Background: an optimization exercise with open tools, aiming at small area, a short achievable clock period and few clock cycles per item. Do not read the settings as production practice.
In this exercise RTL edits were held to simulation tests only and were not proved equivalent to the original.
Power and IR drop assume default switching activity.

==> design/flow/design.v <==
`default_nettype none
package memWrDma_pkg;
	typedef logic [64-1:0] hostAddr_t;
	typedef logic [32-1:0]  lclAddr_t;
	typedef logic [64-1:0]  line_t;
	typedef logic [31:0]             cfgData_t;
	typedef logic [31:0]             byteCnt_t;
	typedef logic [12-1:0]   pload_t;
	typedef logic [10-1:0]   dwLen_t;
	typedef logic [7:0]              tag_t;
	typedef logic [15:0]             reqId_t;
	typedef struct packed {
		hostAddr_t hostBase;
		lclAddr_t  lclBase;
		byteCnt_t  byteCnt;
	} xferCfg_t;
	typedef struct packed {
		hostAddr_t hostAddr;
		lclAddr_t  lclAddr;
		pload_t    pload;    
		dwLen_t    dwLen;
		tag_t      tag;
	} pktDesc_t;
	typedef enum logic [1:0] {SEG_IDLE, SEG_ISSUE, SEG_WAIT} segState_t;
	typedef enum logic [1:0] {FRM_IDLE, FRM_HDR0, FRM_HDR1, FRM_DATA} frmState_t;
endpackage
`default_nettype wire
`default_nettype none
module dmaCfgRegs
(
	input  wire                           i_CfgClk,
	input  wire                           i_ARst,
	input  wire                           i_CfgCyc,
	input  wire                           i_CfgStb,
	input  wire                           i_CfgWnR,
	input  wire [3:0]                     i_CfgAddr,
	input  wire memWrDma_pkg::cfgData_t   i_CfgWrData,
	input  wire                           i_Busy,
	input  wire                           i_Done,
	input  wire memWrDma_pkg::byteCnt_t   i_Remain,
	output logic                          o_CfgAck,
	output memWrDma_pkg::cfgData_t        o_CfgRdData,
	output memWrDma_pkg::xferCfg_t        o_XferCfg,
	output logic                          o_Start
);
	memWrDma_pkg::cfgData_t ctrlReg;    
	logic wrEn;
	logic xferWrEn;
	assign wrEn     = i_CfgCyc & i_CfgStb & i_CfgWnR & ~o_CfgAck;    
	assign xferWrEn = wrEn & ~i_Busy;
	always_ff @(posedge i_CfgClk or posedge i_ARst)
	begin
		if (i_ARst)
		begin
			o_CfgAck  <= 1'b0;
			o_Start   <= 1'b0;
			ctrlReg   <= '0;
			o_XferCfg <= '0;
		end
		else
		begin
			o_CfgAck <= i_CfgCyc & i_CfgStb & ~o_CfgAck;
			o_Start  <= xferWrEn && (i_CfgAddr == 4'h7) && ctrlReg[0];
			if (wrEn && (i_CfgAddr == 4'h0))
				ctrlReg <= i_CfgWrData;
			if (xferWrEn)
			begin
				case (i_CfgAddr)
					4'h4: o_XferCfg.hostBase[31:0]  <= i_CfgWrData;
					4'h5: o_XferCfg.hostBase[63:32] <= i_CfgWrData;
					4'h6:    o_XferCfg.lclBase         <= i_CfgWrData;
					4'h7:      o_XferCfg.byteCnt         <= i_CfgWrData;
					default:           ;
				endcase
			end
		end
	end
	always_comb
	begin
		case (i_CfgAddr)
			4'h0:     o_CfgRdData = ctrlReg;
			4'h1:     o_CfgRdData = {30'd0, i_Done, i_Busy};
			4'h4: o_CfgRdData = o_XferCfg.hostBase[31:0];
			4'h5: o_CfgRdData = o_XferCfg.hostBase[63:32];
			4'h6:    o_CfgRdData = o_XferCfg.lclBase;
			4'h7:      o_CfgRdData = i_Remain;    
			default:           o_CfgRdData = '0;
		endcase
	end
endmodule
`default_nettype wire
`default_nettype none
module pktSegmenter
(
	input  wire                           i_CfgClk,
	input  wire                           i_ARst,
	input  wire memWrDma_pkg::xferCfg_t   i_XferCfg,
	input  wire                           i_Start,
	input  wire memWrDma_pkg::pload_t     i_MaxPload,
	input  wire                           i_FrmBusy,
	output logic                          o_DescStb,
	output memWrDma_pkg::pktDesc_t        o_Desc,
	output logic                          o_Busy,
	output logic                          o_Done,
	output memWrDma_pkg::byteCnt_t        o_Remain
);
	localparam int BndryBits = $clog2(128);
	memWrDma_pkg::segState_t state;
	memWrDma_pkg::hostAddr_t hostAddr;
	memWrDma_pkg::lclAddr_t  lclAddr;
	memWrDma_pkg::tag_t      tagCnt;
	memWrDma_pkg::pload_t    bndDist;
	memWrDma_pkg::pload_t    remCap;
	memWrDma_pkg::pload_t    pktSize;
	memWrDma_pkg::byteCnt_t  pktBytes;
	logic loadNow;
	logic issueNow;
	logic advanceNow;
	assign loadNow    = (state == memWrDma_pkg::SEG_IDLE) && i_Start;
	assign issueNow   = (state == memWrDma_pkg::SEG_ISSUE) && !i_FrmBusy;
	assign advanceNow = (state == memWrDma_pkg::SEG_WAIT) && !i_FrmBusy;
	assign pktBytes   = memWrDma_pkg::byteCnt_t'(o_Desc.pload);
	always_comb
	begin
		bndDist = memWrDma_pkg::pload_t'(128)
			- memWrDma_pkg::pload_t'(hostAddr[BndryBits-1:0]);
		if (o_Remain > memWrDma_pkg::byteCnt_t'(i_MaxPload))
			remCap = i_MaxPload;
		else
			remCap = o_Remain[12-1:0];
		pktSize = (bndDist < remCap) ? bndDist : remCap;
	end
	always_ff @(posedge i_CfgClk or posedge i_ARst)
	begin
		if (i_ARst)
		begin
			state     <= memWrDma_pkg::SEG_IDLE;
			o_DescStb <= 1'b0;
			o_Remain  <= '0;
			tagCnt    <= '0;
		end
		else
		begin
			o_DescStb <= issueNow;
			if (issueNow)
				tagCnt <= tagCnt + 1'b1;    
			case (state)
				memWrDma_pkg::SEG_IDLE:
					if (i_Start)
					begin
						o_Remain <= i_XferCfg.byteCnt;
						if (i_XferCfg.byteCnt != '0)    
							state <= memWrDma_pkg::SEG_ISSUE;
					end
				memWrDma_pkg::SEG_ISSUE:
					if (issueNow)
						state <= memWrDma_pkg::SEG_WAIT;
				memWrDma_pkg::SEG_WAIT:
					if (advanceNow)
					begin
						o_Remain <= o_Remain - pktBytes;
						if (o_Remain == pktBytes)
							state <= memWrDma_pkg::SEG_IDLE;
						else
							state <= memWrDma_pkg::SEG_ISSUE;
					end
				default:
					state <= memWrDma_pkg::SEG_IDLE;
			endcase
		end
	end
	always_ff @(posedge i_CfgClk)
	begin
		if (loadNow)
		begin
			hostAddr <= i_XferCfg.hostBase;
			lclAddr  <= i_XferCfg.lclBase;
		end
		else if (advanceNow)
		begin
			hostAddr <= hostAddr + memWrDma_pkg::hostAddr_t'(o_Desc.pload);
			lclAddr  <= lclAddr + memWrDma_pkg::lclAddr_t'(o_Desc.pload);
		end
		if (issueNow)
		begin
			o_Desc.hostAddr <= hostAddr;
			o_Desc.lclAddr  <= lclAddr;
			o_Desc.pload    <= pktSize;
			o_Desc.dwLen    <= pktSize[12-1:2];
			o_Desc.tag      <= tagCnt;
		end
	end
	assign o_Busy = (state != memWrDma_pkg::SEG_IDLE);
	assign o_Done = (state == memWrDma_pkg::SEG_IDLE) && (o_Remain == '0);
endmodule
`default_nettype wire
`default_nettype none
module memBurstReader
(
	input  wire                           i_CfgClk,
	input  wire                           i_ARst,
	input  wire                           i_DescStb,
	input  wire memWrDma_pkg::pktDesc_t   i_Desc,
	input  wire                           i_MemReady,
	output logic                          o_MemRd,
	output memWrDma_pkg::lclAddr_t        o_MemRdAddr
);
	localparam int LineBytes = 64 / 8;
	localparam int ByteBits  = $clog2(LineBytes);
	localparam int CntW      = 12 - ByteBits;
	logic [CntW-1:0] linesLeft;
	logic            rdAccept;
	assign rdAccept = o_MemRd & i_MemReady;
	always_ff @(posedge i_CfgClk or posedge i_ARst)
	begin
		if (i_ARst)
		begin
			o_MemRd   <= 1'b0;
			linesLeft <= '0;
		end
		else if (i_DescStb)
		begin
			linesLeft <= i_Desc.pload[12-1:ByteBits];
			o_MemRd   <= (i_Desc.pload[12-1:ByteBits] != '0);
		end
		else if (rdAccept)
		begin
			linesLeft <= linesLeft - 1'b1;
			if (linesLeft == CntW'(1))    
				o_MemRd <= 1'b0;
		end
	end
	always_ff @(posedge i_CfgClk)
	begin
		if (i_DescStb)
			o_MemRdAddr <= i_Desc.lclAddr;
		else if (rdAccept)
			o_MemRdAddr <= o_MemRdAddr + memWrDma_pkg::lclAddr_t'(LineBytes);
	end
endmodule
`default_nettype wire
`default_nettype none
module lineFifo
#(
	parameter int DEPTH = 16
)
(
	input  wire                         i_CfgClk,
	input  wire                         i_ARst,
	input  wire                         i_Wr,
	input  wire memWrDma_pkg::line_t    i_Din,
	input  wire                         i_Rd,
	output memWrDma_pkg::line_t         o_Dout,
	output logic                        o_Empty
);
	localparam int AddrW = $clog2(DEPTH);
	memWrDma_pkg::line_t mem [DEPTH];
	logic [AddrW-1:0] wrPtr;
	logic [AddrW-1:0] rdPtr;
	logic [AddrW:0]   count;
	logic             doWr;
	logic             doRd;
	assign doWr    = i_Wr && (count != (AddrW+1)'(DEPTH));    
	assign doRd    = i_Rd && !o_Empty;
	assign o_Empty = (count == '0);
	assign o_Dout  = mem[rdPtr];
	always_ff @(posedge i_CfgClk or posedge i_ARst)
	begin
		if (i_ARst)
		begin
			wrPtr <= '0;
			rdPtr <= '0;
			count <= '0;
		end
		else
		begin
			if (doWr)
				wrPtr <= wrPtr + 1'b1;
			if (doRd)
				rdPtr <= rdPtr + 1'b1;
			case ({doWr, doRd})
				2'b10:   count <= count + 1'b1;
				2'b01:   count <= count - 1'b1;
				default: ;
			endcase
		end
	end
	always_ff @(posedge i_CfgClk)
	begin
		if (doWr)
			mem[wrPtr] <= i_Din;
	end
endmodule
`default_nettype wire
`default_nettype none
module tlpFramer
(
	input  wire                           i_CfgClk,
	input  wire                           i_ARst,
	input  wire                           i_DescStb,
	input  wire memWrDma_pkg::pktDesc_t   i_Desc,
	input  wire memWrDma_pkg::reqId_t     i_ReqId,
	input  wire memWrDma_pkg::line_t      i_FifoData,
	input  wire                           i_FifoEmpty,
	input  wire                           i_AstTxReady,
	output logic                          o_FifoRd,
	output logic                          o_FrmBusy,
	output logic                          o_AstTxDv,
	output logic                          o_AstTxSop,
	output logic                          o_AstTxEop,
	output memWrDma_pkg::line_t           o_AstTxData
);
	localparam int CntW = 12 - 3;    
	memWrDma_pkg::frmState_t state;
	logic [CntW-1:0] dataLeft;
	logic [31:0]     heldDw;      
	logic [31:0]     dw0;
	logic [31:0]     dw1;
	logic [31:0]     addrLo;
	logic            is4Dw;
	logic            lastLine;
	logic            needFifo;
	logic            accept;
	assign is4Dw  = |i_Desc.hostAddr[63:32];
	assign addrLo = i_Desc.hostAddr[31:0];
	assign dw0 = {1'b0, 1'b1, is4Dw, 5'd0, 8'd0, 6'd0, i_Desc.dwLen};
	assign dw1 = {i_ReqId, i_Desc.tag, 4'hF, 4'hF};
	assign lastLine = (state == memWrDma_pkg::FRM_DATA) && (dataLeft == CntW'(1));
	always_comb
	begin
		needFifo    = 1'b0;
		o_AstTxData = i_FifoData;
		case (state)
			memWrDma_pkg::FRM_HDR0:
				o_AstTxData = {dw1, dw0};
			memWrDma_pkg::FRM_HDR1:
				if (is4Dw)
					o_AstTxData = {addrLo, i_Desc.hostAddr[63:32]};
				else
				begin
					needFifo    = 1'b1;
					o_AstTxData = {i_FifoData[31:0], addrLo};
				end
			memWrDma_pkg::FRM_DATA:
				if (is4Dw)
					needFifo = 1'b1;
				else if (lastLine)
					o_AstTxData = {32'd0, heldDw};    
				else
				begin
					needFifo    = 1'b1;
					o_AstTxData = {i_FifoData[31:0], heldDw};
				end
			default: ;
		endcase
	end
	assign o_AstTxDv  = (state != memWrDma_pkg::FRM_IDLE) && !(needFifo && i_FifoEmpty);
	assign o_AstTxSop = (state == memWrDma_pkg::FRM_HDR0);
	assign o_AstTxEop = lastLine && o_AstTxDv;
	assign accept     = o_AstTxDv && i_AstTxReady;
	assign o_FifoRd   = accept && needFifo;
	assign o_FrmBusy  = i_DescStb || (state != memWrDma_pkg::FRM_IDLE);
	always_ff @(posedge i_CfgClk or posedge i_ARst)
	begin
		if (i_ARst)
		begin
			state    <= memWrDma_pkg::FRM_IDLE;
			dataLeft <= '0;
		end
		else
		begin
			case (state)
				memWrDma_pkg::FRM_IDLE:
					if (i_DescStb)
					begin
						state    <= memWrDma_pkg::FRM_HDR0;
						dataLeft <= i_Desc.pload[12-1:3];
					end
				memWrDma_pkg::FRM_HDR0:
					if (accept)
						state <= memWrDma_pkg::FRM_HDR1;
				memWrDma_pkg::FRM_HDR1:
					if (accept)
						state <= memWrDma_pkg::FRM_DATA;
				memWrDma_pkg::FRM_DATA:
					if (accept)
					begin
						dataLeft <= dataLeft - 1'b1;
						if (lastLine)
							state <= memWrDma_pkg::FRM_IDLE;
					end
				default:
					state <= memWrDma_pkg::FRM_IDLE;
			endcase
		end
	end
	always_ff @(posedge i_CfgClk)
	begin
		if (o_FifoRd)
			heldDw <= i_FifoData[63:32];
	end
endmodule
`default_nettype wire
`default_nettype none
module memWrDma
(
	input  wire                           i_CfgClk,
	input  wire                           i_ARst,
	input  wire                           i_CfgCyc,
	input  wire                           i_CfgStb,
	input  wire                           i_CfgWnR,
	input  wire [3:0]                     i_CfgAddr,
	input  wire memWrDma_pkg::cfgData_t   i_CfgWrData,
	output wire                           o_CfgAck,
	output memWrDma_pkg::cfgData_t        o_CfgRdData,
	input  wire memWrDma_pkg::pload_t     i_MaxPload,
	input  wire memWrDma_pkg::reqId_t     i_RequesterId,
	output wire                           o_MemRd,
	output memWrDma_pkg::lclAddr_t        o_MemRdAddr,
	input  wire                           i_MemReady,
	input  wire                           i_MemDv,
	input  wire memWrDma_pkg::line_t      i_MemRdData,
	output wire                           o_AstTxDv,
	output wire                           o_AstTxSop,
	output wire                           o_AstTxEop,
	output memWrDma_pkg::line_t           o_AstTxData,
	input  wire                           i_AstTxReady
);
	memWrDma_pkg::xferCfg_t xferCfg;
	memWrDma_pkg::byteCnt_t remain;
	memWrDma_pkg::pktDesc_t desc;
	memWrDma_pkg::line_t    fifoData;
	logic start;
	logic busy;
	logic done;
	logic descStb;
	logic frmBusy;
	logic fifoEmpty;
	logic fifoRd;
	dmaCfgRegs u_cfgRegs
	(
		.i_CfgClk    (i_CfgClk),
		.i_ARst      (i_ARst),
		.i_CfgCyc    (i_CfgCyc),
		.i_CfgStb    (i_CfgStb),
		.i_CfgWnR    (i_CfgWnR),
		.i_CfgAddr   (i_CfgAddr),
		.i_CfgWrData (i_CfgWrData),
		.i_Busy      (busy),
		.i_Done      (done),
		.i_Remain    (remain),
		.o_CfgAck    (o_CfgAck),
		.o_CfgRdData (o_CfgRdData),
		.o_XferCfg   (xferCfg),
		.o_Start     (start)
	);
	pktSegmenter u_segmenter
	(
		.i_CfgClk   (i_CfgClk),
		.i_ARst     (i_ARst),
		.i_XferCfg  (xferCfg),
		.i_Start    (start),
		.i_MaxPload (i_MaxPload),
		.i_FrmBusy  (frmBusy),
		.o_DescStb  (descStb),
		.o_Desc     (desc),
		.o_Busy     (busy),
		.o_Done     (done),
		.o_Remain   (remain)
	);
	memBurstReader u_reader
	(
		.i_CfgClk    (i_CfgClk),
		.i_ARst      (i_ARst),
		.i_DescStb   (descStb),
		.i_Desc      (desc),
		.i_MemReady  (i_MemReady),
		.o_MemRd     (o_MemRd),
		.o_MemRdAddr (o_MemRdAddr)
	);
	lineFifo #(.DEPTH(64)) u_lineFifo
	(
		.i_CfgClk (i_CfgClk),
		.i_ARst   (i_ARst),
		.i_Wr     (i_MemDv),
		.i_Din    (i_MemRdData),
		.i_Rd     (fifoRd),
		.o_Dout   (fifoData),
		.o_Empty  (fifoEmpty)
	);
	tlpFramer u_framer
	(
		.i_CfgClk     (i_CfgClk),
		.i_ARst       (i_ARst),
		.i_DescStb    (descStb),
		.i_Desc       (desc),
		.i_ReqId      (i_RequesterId),
		.i_FifoData   (fifoData),
		.i_FifoEmpty  (fifoEmpty),
		.i_AstTxReady (i_AstTxReady),
		.o_FifoRd     (fifoRd),
		.o_FrmBusy    (frmBusy),
		.o_AstTxDv    (o_AstTxDv),
		.o_AstTxSop   (o_AstTxSop),
		.o_AstTxEop   (o_AstTxEop),
		.o_AstTxData  (o_AstTxData)
	);
endmodule
`default_nettype wire
==> design/flow/run.sh <==
#!/bin/bash
# synth_recipe.tcl (not shown) runs the flow's synth.tcl, then flattens the netlist and writes it again
# the make line also repeats each setting of config.mk as NAME=value (left out here)
make -C /OpenROAD-flow-scripts/flow DESIGN_CONFIG=/design/flow/config.mk WORK_HOME=/design/flow/orfs CLKGATE_MAP_FILE= SYNTH_SCRIPT=/design/flow/synth_recipe.tcl finish
==> design/flow/config.mk <==
export PLATFORM = sky130hd
export DESIGN_NAME = memWrDma
export DESIGN_NICKNAME = memWrDma
export VERILOG_FILES = /design/flow/design.v
export SDC_FILE = /design/flow/constraint.sdc
export NUM_CORES = 4
export LEC_CHECK = 0
export CAP_MARGIN = 20
export CORE_MARGIN = 2
export CORE_UTILIZATION = 40
export SLEW_MARGIN = 20
==> design/flow/constraint.sdc <==
create_clock -name core_clock -period 8.0 [get_ports {i_CfgClk}]
set_input_delay 1.6000 -clock core_clock [delete_from_list [all_inputs] [get_ports {i_CfgClk}]]
set_output_delay 1.6000 -clock core_clock [all_outputs]
set_load 0.01 [all_outputs]
==> results by group <==
Final layout
  • Final-stage net count: 9,531
  • Layout cells sized above 1: 25.82%
  • Area grow syn2layout: 14.55%
  • Fin util: 46.01%
  • Design area: 209,900 sq um

Floorplan
  • Die Y: 680.8 um
  • Io pins: 269
  • Row count: 248
  • Core Region: 456,100 sq um
  • Initial Util: 40.17%
  • Die area: 463,500 sq um
  • Die width: 680.8 um

Clocking
  • Clk root buf: clkbuf_16
  • H-tree depth: 5
  • Clock sinks: 4,617
  • CTS Buf Count: 462
  • Reg clk slew, reported paths: 0.06 ns
  • Clk Latency, worst-skew pair: 1.05 ns
  • Post-cts resize count: 0
  • Post CTS Setup Buffer Count: 0
  • Clock Path Buffers: 4
  • Hold buffer count at cts: 0
  • CTS tree: done

Drt
  • Routed len/inst: 35.66 um
  • Routed wire length: 561,000 um
  • Initial DRC Count: 13,430
  • Drt pass-1 iters: 8
  • Drc violations: 0
  • Antenna-violating nets left: 0
  • DR vias/cell: 6.136
  • Via count: 96,540

Yosys
  • Ys flop type: edfxtp_1
  • Post-synth EDFFs: 4,372
  • Count of cell types in the netlist: 84
  • Synth Cell Area: 183,200 sq um
  • Seq/Total Area, Yosys: 75.00%
  • Mapped Cells: 8,775
  • Yosys reg bits: 4,617
  • Syn_area_per_cell: 20.88 sq um
  • Number of synthesis warnings: 5
  • Fraction of registers with async set or reset after synthesis: 5.306%

Critical path
  • Crit start category: flip-flop
  • CP Capture Type: primary output
  • R2R cell count: 17
  • CP required: 6.40 ns
  • Critical-path maximum fanout: 39
  • WS Path Type: reg2out
  • WP data arrival: 5.69 ns

STA
  • F_max: 137.1 MHz
  • Fin. Hold Viols: 0
  • Fin crit share: 91.17%
  • Worst setup skew after layout: 0.09533 ns
  • Minimum clock period: 7.293 ns
  • Slew HR: 22.72%
  • Min Hold Slack: 0.4521 ns
  • Final setup violation count: 0
  • Setup TNS: 0 ns
  • Least-Margin Pin Slew: 1.159 ns
  • Max Slew Vio Count: 0
  • RSZ-0062 raised after global routing: no

Min path
  • Worst min path class: reg2reg
  • Hold path cells: 0

Power and ir drop
  • Worst vdd ir: 0.0002677 V
  • Power Dens Cells: 346.4 nW/um^2
  • Pwr Total: 72.70 mW
  • Leakage: 66.32 nW

GRT
  • First-pass GRT wire length: 770,900 um
  • GRT Residual Overflow: 0
  • Initial antenna violation count: 62
  • Vias in the first global route: 95,150
  • Largest net degree at the start of global routing: 136
  • Total Routing Usage GR: 23.75%

Placed design
  • DP Wirelength: 326,000 um
  • Dpl cell area: 194,700 sq um
  • Port bufs: 268
  • Final Wtd Congestion: 0.9061

Flow run
  • Max-Cap Viols: 0

Outcome
  • Status: no timing/DRC/antenna violations
layer usage:
| layer | GRT usage (%) | wire [um] | vias up |
|---|---|---|---|
| met3 | 4.792 | 50820 | 1014 |
| met1 | 31.97 | 218100 | 52440 |
| met5 | 0 | 160 | - |
| met4 | 9.091 | 24150 | 24 |
| met2 | 38.24 | 267800 | 5254 |
| li1 | - | - | 37810 |
logic make-up (layout without fill, tap and decap cells):
family | after synthesis | count (layout) | share of synthesized area, %
AO/OA/AOI/OAI | 842 | 842 | 3.074
AND/OR/NAND/NOR | 953 | 953 | 2.392
XOR/XNOR | 152 | 152 | 0.7266
buffers and inverters | 562 | 1485 | 1.311
adder cells (fa/ha/maj) | 79 | 79 | 0.5559
multiplexers | 1569 | 1569 | 16.93
other | 1 | 36 | 0.002047
flip-flops | 4617 | 4617 | 75.00
final cells by class:
type / count / area [sq um]
clock inverters: 304 / 2937
diodes: 32 / 80.08
well taps: 6000 / 7507
repair buffers: 549 / 5589
fillers: 37690 / 246300
flip-flops and latches: 4617 / 137400
inverters: 87 / 332.8
clock buffers: 545 / 11950
multi-input cells: 3599 / 44040
synthesized netlist by cell type (7+ instances only):
library cell / instances / area (sq um)
and3_1: 32 / 200.2
a221oi_1: 17 / 148.9
or3_1: 13 / 81.33
ha_1: 75 / 938.4
or2_2: 9 / 56.30
inv_1: 86 / 322.8
clkbuf_1: 257 / 964.7
nand3_1: 98 / 490.5
mux4_2: 1208 / 27210
and2_1: 20 / 125.1
o211ai_1: 37 / 277.8
nor3_1: 55 / 275.3
o22ai_1: 24 / 150.1
nand3b_1: 7 / 52.55
buf_6: 13 / 146.4
nand2_1: 362 / 1359
a22oi_1: 103 / 773.2
o21ai_0: 196 / 980.9
xnor2_1: 93 / 814.5
nor2b_1: 20 / 125.1
a31oi_1: 42 / 262.8
o22a_1: 29 / 254.0
o21ai_1: 10 / 50.05
mux2i_1: 195 / 1952
a221o_1: 22 / 220.2
xor2_1: 59 / 516.8
mux2_2: 166 / 1869
nor2_1: 224 / 840.8
o221ai_1: 31 / 271.5
edfxtp_1: 4372 / 131300
a211oi_1: 27 / 202.7
a211o_1: 7 / 61.31
buf_1: 71 / 266.5
a222oi_1: 23 / 230.2
nand4_1: 30 / 187.7
nand2b_1: 26 / 162.7
buf_4: 11 / 82.58
o21a_1: 13 / 97.59
o2bb2ai_1: 11 / 96.34
dfrtp_1: 245 / 6131
a21oi_1: 175 / 875.8
a21o_1: 10 / 75.07
a2111oi_0: 7 / 61.31
nor4_1: 32 / 200.2
buf_2: 122 / 610.6
per-stage QoR:
stage	setup slack (ns)	std cells
after floorplan	0.5202	8778
after global routing	0.5383	15720
after detailed placement	1.739	14850
after global placement	1.552	14840
final	0.7068	15730
after CTS	0.5713	15690
critical path, stage by stage (launching register included):
cell and delay [ns]:
dfrtp_4 1.05, buf_4 0.38, buf_4 0.56, mux4_2 0.40
mux4_2 0.58, a222oi_1 0.37, a31oi_1 0.14, a221o_1 0.47
clkdlybuf4s50_1 0.59
sequential cells by signal, summed over array words and instances, names as in the netlist:
register	flops
u_reader.o_MemRd	1
u_cfgRegs.o_CfgAck	1
u_cfgRegs.ctrlReg	32
u_framer.heldDw	32
u_segmenter.o_Remain	32
u_segmenter.o_Desc	116
u_reader.o_MemRdAddr	32
u_segmenter.o_DescStb	1
u_segmenter.tagCnt	8
u_cfgRegs.o_XferCfg	128
u_framer.state	2
u_segmenter.lclAddr	32
u_reader.linesLeft	9
u_lineFifo.wrPtr	6
u_cfgRegs.o_Start	1
u_framer.dataLeft	9
u_lineFifo.rdPtr	6
u_lineFifo.count	7
u_segmenter.state	2
u_lineFifo.mem	4096
u_segmenter.hostAddr	64
layout by cell type, fill, tap and decap left out, types with 24 or more instances in the layout:
| master | netlist | layout |
|---|---|---|
| buf_2 | 122 | 39 |
| mux4_2 | 1208 | 1208 |
| xor2_1 | 59 | 59 |
| nor4_1 | 32 | 31 |
| clkinv_1 | 1 | 114 |
| clkdlybuf4s50_1 | 0 | 204 |
| a31oi_1 | 42 | 39 |
| o22a_1 | 29 | 29 |
| xnor2_1 | 93 | 93 |
| a22oi_1 | 103 | 103 |
| buf_4 | 11 | 222 |
| a211oi_1 | 27 | 26 |
| nand3_1 | 98 | 98 |
| clkinv_2 | 0 | 100 |
| clkbuf_16 | 0 | 464 |
| buf_12 | 0 | 77 |
| nor2_1 | 224 | 150 |
| nand4_1 | 30 | 30 |
| diode_2 | 0 | 32 |
| mux2_2 | 166 | 166 |
| edfxtp_1 | 4372 | 4372 |
| o22ai_1 | 24 | 24 |
| mux2i_1 | 195 | 195 |
| nand2b_1 | 26 | 24 |
| clkbuf_1 | 257 | 78 |
| o211ai_1 | 37 | 37 |
| and3_1 | 32 | 31 |
| nor2_4 | 0 | 68 |
| o221ai_1 | 31 | 31 |
| a21oi_1 | 175 | 175 |
| inv_1 | 86 | 84 |
| ha_1 | 75 | 73 |
| dfrtp_1 | 245 | 238 |
| bufinv_16 | 0 | 41 |
| nand2_1 | 362 | 360 |
| nor3_1 | 55 | 52 |
| o21ai_0 | 196 | 195 |
power breakdown:
part | total, mW | switching (mW) | internal (mW)
registers | 29.0 | 1.02 | 27.9
logic | 22.4 | 13.0 | 9.36
clock network | 21.4 | 9.37 | 12.0
final timing paths:
| kind | start | to | slack, ns |
|---|---|---|---|
| worst max-delay path | u_lineFifo.rdPtr[1] | o_AstTxData[57] | 0.71 |
| worst min-delay path | u_segmenter.lclAddr[18] | u_segmenter.o_Desc[48] | 0.45 |
| worst max register to register | u_segmenter.o_Desc[95] | u_lineFifo.count[6] | 2.64 |
| worst min register to register | u_segmenter.lclAddr[18] | u_segmenter.o_Desc[48] | 0.45 |
| max in group asynchronous | i_ARst | u_lineFifo.rdPtr[5] | 5.42 |
| min in group asynchronous | i_ARst | u_cfgRegs.ctrlReg[1] | 1.15 |
Testbench counts, summed over its fixed seeds: cycles 51,902, bytes 198,928.

separate check: timing with driven ports:
In the flow no input, the clock included, has a driving cell. The finished layout below was timed again as built, in two steps. Step 1: set_driving_cell puts a clkbuf_16 on i_CfgClk and a buf_2 on each other input, an assumption about the parent block. Step 2 times the ports against the registers' clock, not the clock port: input delays grow and output delays shrink by t, the midpoint of the rising clock arrivals with the driver on. a / b / c = ideal / step 1 / step 2; a / b = the first two.
t, ns: 1.131
setup slack, ns: 0.707 / 0.584 / 1.715
latest minus earliest clock arrival (ns): 0.100 / 0.100
worst register clock-pin slew, ns: 0.07 / 0.07
After both steps this run still meets setup and hold. The setup slack of this run moves by -0.123 ns with the drivers and by +1.008 ns with both steps.
